From an optimization exercise on the open Yosys and OpenROAD flow, aimed at a short achievable clock period and few clock cycles; shortcuts taken in it are not production practice. The RTL was checked by simulation tests, not by an equivalence proof against the original design. Power is estimated from default activity; no workload was simulated.

==> inputs of v20 <==
==> flow/design.v <==
`timescale 1ns/1ps
module rn_node_top (
    input  logic        clk,
    input  logic        rst_n,
    input  logic        cpu_req_valid,
    input  logic [48:0] cpu_req,         
    output logic        cpu_req_ready,
    output logic        cpu_rsp_valid,
    input  logic        cpu_rsp_ready,
    output logic [39:0] cpu_rsp,         
    output logic        req_out_valid,
    input  logic        req_out_ready,
    output logic [73:0] req_out,         
    input  logic        rsp_in_valid,
    input  logic [8:0]  rsp_in,          
    input  logic        dat_in_valid,
    input  logic [39:0] dat_in,          
    input  logic        snp_in_valid,
    input  logic [32:0] snp_in,          
    output logic        snp_in_ready,
    output logic        snp_out_valid,
    input  logic        snp_out_ready,
    output logic [58:0] snp_out          
);
    localparam int LINES = 1 << 4;
    logic [(16 - 4)-1:0]  tag_q [LINES];
    logic [32-1:0] dat_q [LINES];
    logic [LINES-1:0]      v_q;
    logic [LINES-1:0]      m_q;
    logic                   c_rd;
    logic [16-1:0]  c_addr;
    logic [32-1:0]  c_wdata;
    logic [4-1:0] c_idx;
    logic [(16 - 4)-1:0]   c_tag;
    assign {c_rd, c_addr, c_wdata} = cpu_req;
    assign c_idx = c_addr[4-1:0];
    assign c_tag = c_addr[16-1:4];
    logic [LINES-1:0] c_dec;
    logic [LINES-1:0] c_eq;
    always_comb begin
        for (int i = 0; i < LINES; i++) begin
            c_dec[i] = (c_idx == i);
            c_eq[i]  = (tag_q[i] == c_tag);
        end
    end
    logic c_eq_sel, c_v_sel, c_m_sel;
    assign c_eq_sel = |(c_dec & c_eq);
    assign c_v_sel  = |(c_dec & v_q);
    assign c_m_sel  = |(c_dec & m_q);
    logic c_local_hit;    
    logic c_wb;           
    assign c_local_hit = c_v_sel && c_eq_sel && (c_rd || c_m_sel);
    assign c_wb        = c_m_sel && !c_eq_sel;
    logic                   s_op;
    logic [16-1:0]  s_addr;
    logic [8-1:0]   s_txn;
    logic [8-1:0]  s_src;
    logic [4-1:0] s_idx;
    logic [(16 - 4)-1:0]   s_tag;
    assign {s_op, s_addr, s_txn, s_src} = snp_in;
    assign s_idx = s_addr[4-1:0];
    assign s_tag = s_addr[16-1:4];
    logic [LINES-1:0] s_dec;
    logic [LINES-1:0] s_eq;
    always_comb begin
        for (int i = 0; i < LINES; i++) begin
            s_dec[i] = (s_idx == i);
            s_eq[i]  = (tag_q[i] == s_tag);
        end
    end
    logic s_hit, s_dirty;
    assign s_hit   = |(s_dec & s_eq & v_q);
    assign s_dirty = |(s_dec & s_eq & m_q);
    logic                  hold_q;    
    logic                  wrsp_q;    
    logic                  wdat_q;    
    logic                  byp_q;     
    logic [4-1:0] pidx_q;   
    logic                  c_rd_q;    
    logic [8-1:0]  rtxn_q;
    logic [32-1:0] rdata_q;
    logic [8-1:0]  cnt_q;     
    logic [8-1:0]  cnt1_q;    
    logic rsp_comp, dat_now;
    assign rsp_comp = wrsp_q && rsp_in_valid && (rsp_in[8] == 1'b0);
    assign dat_now  = wdat_q && dat_in_valid;
    assign cpu_rsp_valid = hold_q || dat_now || rsp_comp;
    assign cpu_rsp       = {rtxn_q, byp_q ? dat_in[32-1:0] : rdata_q};
    assign cpu_req_ready = !(hold_q || wrsp_q || wdat_q) || (cpu_rsp_valid && cpu_rsp_ready);
    logic c_acc;
    assign c_acc = cpu_req_valid && cpu_req_ready;
    logic [32-1:0] c_line_data;
    assign c_line_data = (byp_q && pidx_q == c_idx) ? dat_in[32-1:0] : dat_q[c_idx];
    always_ff @(posedge clk or negedge rst_n) begin
        if (!rst_n) begin
            hold_q <= 1'b0;
            wrsp_q <= 1'b0;
            wdat_q <= 1'b0;
            byp_q  <= 1'b0;
        end else if (c_acc) begin
            hold_q <= c_local_hit;
            wrsp_q <= !c_local_hit;
            wdat_q <= 1'b0;
            byp_q  <= 1'b0;
        end else begin
            if (hold_q && cpu_rsp_ready) hold_q <= 1'b0;
            if (wrsp_q && rsp_in_valid) begin
                wrsp_q <= 1'b0;
                if (rsp_in[8] == 1'b1) begin
                    wdat_q <= 1'b1;
                    byp_q  <= c_rd_q;
                end else begin
                    hold_q <= !cpu_rsp_ready;
                end
            end
            if (dat_now) begin
                wdat_q <= 1'b0;
                byp_q  <= 1'b0;
                hold_q <= !cpu_rsp_ready;
            end
        end
    end
    always_ff @(posedge clk) begin
        if (c_acc) begin
            c_rd_q  <= c_rd;
            pidx_q  <= c_idx;
            rtxn_q  <= c_wb ? cnt1_q : cnt_q;
            rdata_q <= c_rd ? c_line_data : c_wdata;
        end else if (dat_now && byp_q) begin
            rdata_q <= dat_in[32-1:0];
        end
    end
    logic                  f0v_q, f1v_q;
    logic [1:0]            f0_op_q, f1_op_q;
    logic [16-1:0] f0_addr_q, f1_addr_q;
    logic [32-1:0] f0_data_q;
    logic                  fire;
    logic [1:0]            c_op;
    assign fire = f0v_q && req_out_ready;
    assign c_op = c_rd ? 2'd0 : 2'd1;
    assign req_out_valid = f0v_q;
    assign req_out       = {f0_op_q, f0_addr_q, cnt_q, 8'h05, 8'h00, f0_data_q};
    always_ff @(posedge clk or negedge rst_n) begin
        if (!rst_n) begin
            f0v_q  <= 1'b0;
            f1v_q  <= 1'b0;
            cnt_q  <= '0;
            cnt1_q <= 8'd1;
        end else begin
            if (c_acc && !c_local_hit) begin
                f0v_q <= 1'b1;
                f1v_q <= c_wb;
            end else if (fire) begin
                f0v_q <= f1v_q;
                f1v_q <= 1'b0;
            end
            if (fire) begin
                cnt_q  <= cnt1_q;
                cnt1_q <= cnt1_q + 1'b1;
            end
        end
    end
    always_ff @(posedge clk) begin
        if (c_acc) begin
            f0_op_q   <= c_wb ? 2'd2 : c_op;
            f0_addr_q <= c_wb ? {tag_q[c_idx], c_idx} : c_addr;
            f0_data_q <= c_wb ? dat_q[c_idx] : {32{1'b0}};
            f1_op_q   <= c_op;
            f1_addr_q <= c_addr;
        end else if (fire) begin
            f0_op_q   <= f1_op_q;
            f0_addr_q <= f1_addr_q;
            f0_data_q <= {32{1'b0}};
        end
    end
    logic shold_q;
    logic s_acc;
    assign snp_in_ready  = !shold_q || snp_out_ready;
    assign snp_out_valid = shold_q;
    assign s_acc         = snp_in_valid && snp_in_ready;
    always_ff @(posedge clk or negedge rst_n) begin
        if (!rst_n) begin
            shold_q <= 1'b0;
        end else if (s_acc) begin
            shold_q <= 1'b1;
        end else if (snp_out_ready) begin
            shold_q <= 1'b0;
        end
    end
    always_ff @(posedge clk) begin
        if (s_acc) begin
            snp_out <= {s_dirty, s_dirty, s_hit, s_txn, 8'h05, s_src,
                        s_dirty ? dat_q[s_idx] : {32{1'b0}}};
        end
    end
    logic fill;
    assign fill = dat_now && byp_q;
    always_ff @(posedge clk or negedge rst_n) begin
        if (!rst_n) begin
            v_q <= '0;
            m_q <= '0;
        end else begin
            for (int i = 0; i < LINES; i++) begin
                if (c_acc && c_dec[i]) begin
                    v_q[i] <= 1'b1;
                    m_q[i] <= !c_rd || (c_eq_sel && c_m_sel);
                end else if (s_acc && s_dec[i] && s_hit) begin
                    m_q[i] <= 1'b0;
                    if (s_op == 1'b1) v_q[i] <= 1'b0;
                end
            end
        end
    end
    always_ff @(posedge clk) begin
        for (int i = 0; i < LINES; i++) begin
            if (c_acc && c_dec[i]) begin
                tag_q[i] <= c_tag;
            end
            if (c_acc && c_dec[i] && !c_rd) begin
                dat_q[i] <= c_wdata;
            end else if (fill && pidx_q == i) begin
                dat_q[i] <= dat_in[32-1:0];
            end
        end
    end
endmodule
==> flow/run.sh <==
#!/bin/bash
# synth_recipe.tcl (not shown) runs the flow's synth.tcl, then flattens the netlist and writes it again
# the make line also repeats each setting of config.mk as NAME=value (left out here)
make -C /OpenROAD-flow-scripts/flow DESIGN_CONFIG=/design/flow/config.mk WORK_HOME=/design/flow/orfs CLKGATE_MAP_FILE= SYNTH_SCRIPT=/design/flow/synth_recipe.tcl finish
==> flow/config.mk <==
export PLATFORM = sky130hd
export DESIGN_NAME = rn_node_top
export DESIGN_NICKNAME = rn_node_top
export VERILOG_FILES = /design/flow/design.v
export SDC_FILE = /design/flow/constraint.sdc
export NUM_CORES = 4
export LEC_CHECK = 0
export CAP_MARGIN = 20
export CORE_MARGIN = 2
export CORE_UTILIZATION = 40
export SLEW_MARGIN = 20
==> flow/constraint.sdc <==
create_clock -name core_clock -period 5.0 [get_ports {clk}]
set_input_delay 1.0000 -clock core_clock [delete_from_list [all_inputs] [get_ports {clk}]]
set_output_delay 1.0000 -clock core_clock [all_outputs]
set_load 0.01 [all_outputs]
==> v18: changes against v20 <==
==> flow/design.v, changed modules only <==
module rn_node_top (
    input  logic        clk,
    input  logic        rst_n,
    input  logic        cpu_req_valid,
    input  logic [48:0] cpu_req,         
    output logic        cpu_req_ready,
    output logic        cpu_rsp_valid,
    input  logic        cpu_rsp_ready,
    output logic [39:0] cpu_rsp,         
    output logic        req_out_valid,
    input  logic        req_out_ready,
    output logic [73:0] req_out,         
    input  logic        rsp_in_valid,
    input  logic [8:0]  rsp_in,          
    input  logic        dat_in_valid,
    input  logic [39:0] dat_in,          
    input  logic        snp_in_valid,
    input  logic [32:0] snp_in,          
    output logic        snp_in_ready,
    output logic        snp_out_valid,
    input  logic        snp_out_ready,
    output logic [58:0] snp_out          
);
    localparam int LINES = 1 << 4;
    logic [(16 - 4)-1:0]  tag_q [LINES];
    logic [32-1:0] dat_q [LINES];
    logic [LINES-1:0]      v_q;
    logic [LINES-1:0]      m_q;
    logic                   c_rd;
    logic [16-1:0]  c_addr;
    logic [32-1:0]  c_wdata;
    logic [4-1:0] c_idx;
    logic [(16 - 4)-1:0]   c_tag;
    assign {c_rd, c_addr, c_wdata} = cpu_req;
    assign c_idx = c_addr[4-1:0];
    assign c_tag = c_addr[16-1:4];
    logic [LINES-1:0] c_dec;
    logic [LINES-1:0] c_eq;
    always_comb begin
        for (int i = 0; i < LINES; i++) begin
            c_dec[i] = (c_idx == i);
            c_eq[i]  = (tag_q[i] == c_tag);
        end
    end
    logic c_eq_sel, c_v_sel, c_m_sel;
    assign c_eq_sel = |(c_dec & c_eq);
    assign c_v_sel  = |(c_dec & v_q);
    assign c_m_sel  = |(c_dec & m_q);
    logic c_local_hit;    
    assign c_local_hit = c_v_sel && c_eq_sel && (c_rd || c_m_sel);
    logic                   s_op;
    logic [16-1:0]  s_addr;
    logic [8-1:0]   s_txn;
    logic [8-1:0]  s_src;
    logic [4-1:0] s_idx;
    logic [(16 - 4)-1:0]   s_tag;
    assign {s_op, s_addr, s_txn, s_src} = snp_in;
    assign s_idx = s_addr[4-1:0];
    assign s_tag = s_addr[16-1:4];
    logic [LINES-1:0] s_dec;
    logic [LINES-1:0] s_eq;
    always_comb begin
        for (int i = 0; i < LINES; i++) begin
            s_dec[i] = (s_idx == i);
            s_eq[i]  = (tag_q[i] == s_tag);
        end
    end
    logic s_hit, s_dirty;
    assign s_hit   = |(s_dec & s_eq & v_q);
    assign s_dirty = |(s_dec & s_eq & m_q);
    logic                   busy_q;    
    logic                   hold_q;    
    logic                   wrd_q;     
    logic                   wmu_q;     
    logic                   wdat_q;    
    logic [3:0]             skip_q;    
    logic                   nb_q;      
    logic                   hold_k_q;  
    logic                   rdy_k_q;   
    logic                   wmu_k_q;   
    logic                   rdy_q;     
    logic [4-1:0] pidx_q;    
    logic [8-1:0]   rtxn_q;
    logic [8-1:0]   cnt_q;     
    logic [8-1:0]   cnt1_q;    
    logic [32-1:0]  rp_q;
    logic [32-1:0]  rq_q;
    logic dat_ours, mu_done;
    assign dat_ours = rdy_q && dat_in_valid;
    assign mu_done  = wmu_q && rsp_in_valid;
    assign cpu_rsp_valid = hold_q || dat_ours || mu_done;
    assign cpu_req_ready = nb_q || (cpu_rsp_ready && (hold_k_q || (rdy_k_q && dat_in_valid)
                                                      || (wmu_k_q && rsp_in_valid)));
    always_comb begin
        for (int i = 0; i < 32; i++) begin
            cpu_rsp[i] = rq_q[i] | (dat_in[i] & rp_q[i]);
        end
        cpu_rsp[39:32] = rtxn_q;
    end
    logic c_acc;
    logic fire;
    assign c_acc = cpu_req_valid && cpu_req_ready;
    logic [32-1:0] c_line_data;
    logic [32-1:0] c_rsp_data;
    assign c_line_data = (rdy_q && pidx_q == c_idx) ? dat_in[32-1:0] : dat_q[c_idx];
    assign c_rsp_data  = c_rd ? c_line_data : c_wdata;
    logic       skip_dec, skip_inc;
    logic [3:0] skip_n;
    logic       wdat_n, rdy_n, ok_n;
    logic       busy_n, hold_n, wrd_n, wmu_n;
    assign skip_dec = dat_in_valid && (skip_q != 4'd0);
    assign skip_inc = mu_done && (rsp_in[8] == 1'b1);
    assign skip_n   = skip_q + {3'b0, skip_inc} - {3'b0, skip_dec};
    assign wdat_n   = !c_acc && ((wdat_q && !dat_ours) || (wrd_q && rsp_in_valid));
    assign rdy_n    = wdat_n && (skip_n == 4'd0);
    assign ok_n     = (skip_n < 4'd12);
    always_comb begin
        busy_n = busy_q;
        hold_n = hold_q;
        wrd_n  = wrd_q;
        wmu_n  = wmu_q;
        if (c_acc) begin
            busy_n = 1'b1;
            hold_n = c_local_hit;
            wrd_n  = !c_local_hit && c_rd;
            wmu_n  = !c_local_hit && !c_rd;
        end else begin
            if (cpu_rsp_valid) begin
                hold_n = !cpu_rsp_ready;
                busy_n = !cpu_rsp_ready;
            end
            if (rsp_in_valid) begin
                wrd_n = 1'b0;
                wmu_n = 1'b0;
            end
        end
    end
    always_ff @(posedge clk or negedge rst_n) begin
        if (!rst_n) begin
            busy_q <= 1'b0;
            hold_q <= 1'b0;
            wrd_q  <= 1'b0;
            wmu_q  <= 1'b0;
            wdat_q <= 1'b0;
            skip_q <= 4'd0;
            rdy_q  <= 1'b0;
            nb_q     <= 1'b1;
            hold_k_q <= 1'b0;
            rdy_k_q  <= 1'b0;
            wmu_k_q  <= 1'b0;
        end else begin
            skip_q <= skip_n;
            wdat_q <= wdat_n;
            rdy_q  <= rdy_n;
            busy_q <= busy_n;
            hold_q <= hold_n;
            wrd_q  <= wrd_n;
            wmu_q  <= wmu_n;
            nb_q     <= !busy_n && ok_n;
            hold_k_q <= hold_n && ok_n;
            rdy_k_q  <= rdy_n && ok_n;
            wmu_k_q  <= wmu_n && ok_n;
        end
    end
    always_ff @(posedge clk) begin
        if (c_acc) begin
            pidx_q <= c_idx;
            rp_q   <= c_rsp_data;
            rq_q   <= c_rsp_data;
        end else if (wrd_q && rsp_in_valid) begin
            rp_q   <= {32{1'b1}};
            rq_q   <= {32{1'b0}};
        end else if (dat_ours) begin
            rp_q   <= dat_in[32-1:0];
            rq_q   <= dat_in[32-1:0];
        end
        if (c_acc || fire) rtxn_q <= cnt_q;
    end
    logic                  f0v_q, f1v_q;
    logic [1:0]            f0_op_q, f1_op_q;
    logic [16-1:0] f0_addr_q, f1_addr_q;
    logic [32-1:0] f0_data_q;
    logic [1:0]            c_op;
    assign fire = f0v_q && req_out_ready;
    assign c_op = c_rd ? 2'd0 : 2'd1;
    assign req_out_valid = f0v_q;
    assign req_out       = {f0_op_q, f0_addr_q, cnt_q, 8'h05, 8'h00, f0_data_q};
    always_ff @(posedge clk or negedge rst_n) begin
        if (!rst_n) begin
            f0v_q  <= 1'b0;
            f1v_q  <= 1'b0;
            cnt_q  <= '0;
            cnt1_q <= 8'd1;
        end else begin
            if (c_acc && !c_local_hit) begin
                f0v_q <= 1'b1;
                f1v_q <= c_m_sel;
            end else if (fire) begin
                f0v_q <= f1v_q;
                f1v_q <= 1'b0;
            end
            if (fire) begin
                cnt_q  <= cnt1_q;
                cnt1_q <= cnt1_q + 1'b1;
            end
        end
    end
    always_ff @(posedge clk) begin
        if (c_acc) begin
            f0_op_q   <= c_m_sel ? 2'd2 : c_op;
            f0_addr_q <= c_m_sel ? {tag_q[c_idx], c_idx} : c_addr;
            f0_data_q <= c_m_sel ? dat_q[c_idx] : {32{1'b0}};
            f1_op_q   <= c_op;
            f1_addr_q <= c_addr;
        end else if (fire) begin
            f0_op_q   <= f1_op_q;
            f0_addr_q <= f1_addr_q;
            f0_data_q <= {32{1'b0}};
        end
    end
    logic shold_q;
    logic s_acc;
    assign snp_in_ready  = !shold_q || snp_out_ready;
    assign snp_out_valid = shold_q;
    assign s_acc         = snp_in_valid && snp_in_ready;
    always_ff @(posedge clk or negedge rst_n) begin
        if (!rst_n) begin
            shold_q <= 1'b0;
        end else if (s_acc) begin
            shold_q <= 1'b1;
        end else if (snp_out_ready) begin
            shold_q <= 1'b0;
        end
    end
    always_ff @(posedge clk) begin
        if (s_acc) begin
            snp_out <= {s_dirty, s_dirty, s_hit, s_txn, 8'h05, s_src,
                        s_dirty ? dat_q[s_idx] : {32{1'b0}}};
        end
    end
    logic fill;
    assign fill = dat_ours;
    always_ff @(posedge clk or negedge rst_n) begin
        if (!rst_n) begin
            v_q <= '0;
            m_q <= '0;
        end else begin
            for (int i = 0; i < LINES; i++) begin
                if (c_acc && c_dec[i]) begin
                    v_q[i] <= 1'b1;
                    m_q[i] <= !c_rd || (c_eq[i] && m_q[i]);
                end else if (s_acc && s_dec[i] && s_eq[i]) begin
                    m_q[i] <= 1'b0;
                    if (s_op == 1'b1) v_q[i] <= 1'b0;
                end
            end
        end
    end
    always_ff @(posedge clk) begin
        for (int i = 0; i < LINES; i++) begin
            if (c_acc && c_dec[i]) begin
                tag_q[i] <= c_tag;
            end
            if (c_acc && c_dec[i] && !c_rd) begin
                dat_q[i] <= c_wdata;
            end else if (fill && pidx_q == i) begin
                dat_q[i] <= dat_in[32-1:0];
            end
        end
    end
endmodule
--- a/flow/config.mk
+++ b/flow/config.mk
@@ -7,5 +7,7 @@
 export LEC_CHECK = 0
+export ABC_CLOCK_PERIOD_IN_PS = 2000
 export CAP_MARGIN = 20
 export CORE_MARGIN = 2
-export CORE_UTILIZATION = 40
+export CORE_UTILIZATION = 35
+export SETUP_SLACK_MARGIN = 2.4
 export SLEW_MARGIN = 20
==> comparison <==
Of v20 and v18, v18 has the higher synthesized cell count (gap about 6%, measured against v18). In v18 the cell count is higher than in v20, by about 14%. In v18 the worst hold slack is worse than in v20, by 0.23 ns. Of v18 and v20, v18 has the higher power (gap 3.6%, measured against v20). Against v20, the global-route usage of v18 is lower by 0.97 points. v18 finished with timing, DRC and antenna clean. v20 passed the timing, design-rule and antenna checks. Against v20, the die area of v18 is larger by 20%.
Testbench counts of v20, summed over its fixed seeds: cycles 68,333.
Testbench counts of v18, summed over its fixed seeds: cycles 65,866.

separate check: timing with driven ports:
In the flow no input, the clock included, has a driving cell. The finished layouts below were timed again as built, in two steps.
Step 1, drivers: a clkbuf_16 drives clk and a buf_2 each remaining input, both assumed.
Step 2 also shifts input and output timing later by t, the mid clock arrival at the registers, as if the neighbouring blocks saw the same clock.
Three values: no drivers, after step 1, after step 2; two values: the first two.
run | shift t [ns] | setup slack, ns | worst setup path at the end | clock arrival spread, ns | worst data-port slew with drivers (ns)
v20 | 0.785 | 1.011 / 0.923 / 0.229 | input to register | 0.084 / 0.085 | 0.19
v18 | 0.815 | 2.160 / 2.117 / 1.371 | input to register | 0.081 / 0.081 | 0.33
After both steps setup and hold are still met in every run listed. For v18, which loses most, drivers alone change the setup slack by -0.043 ns; drivers and shift together by -0.789 ns.
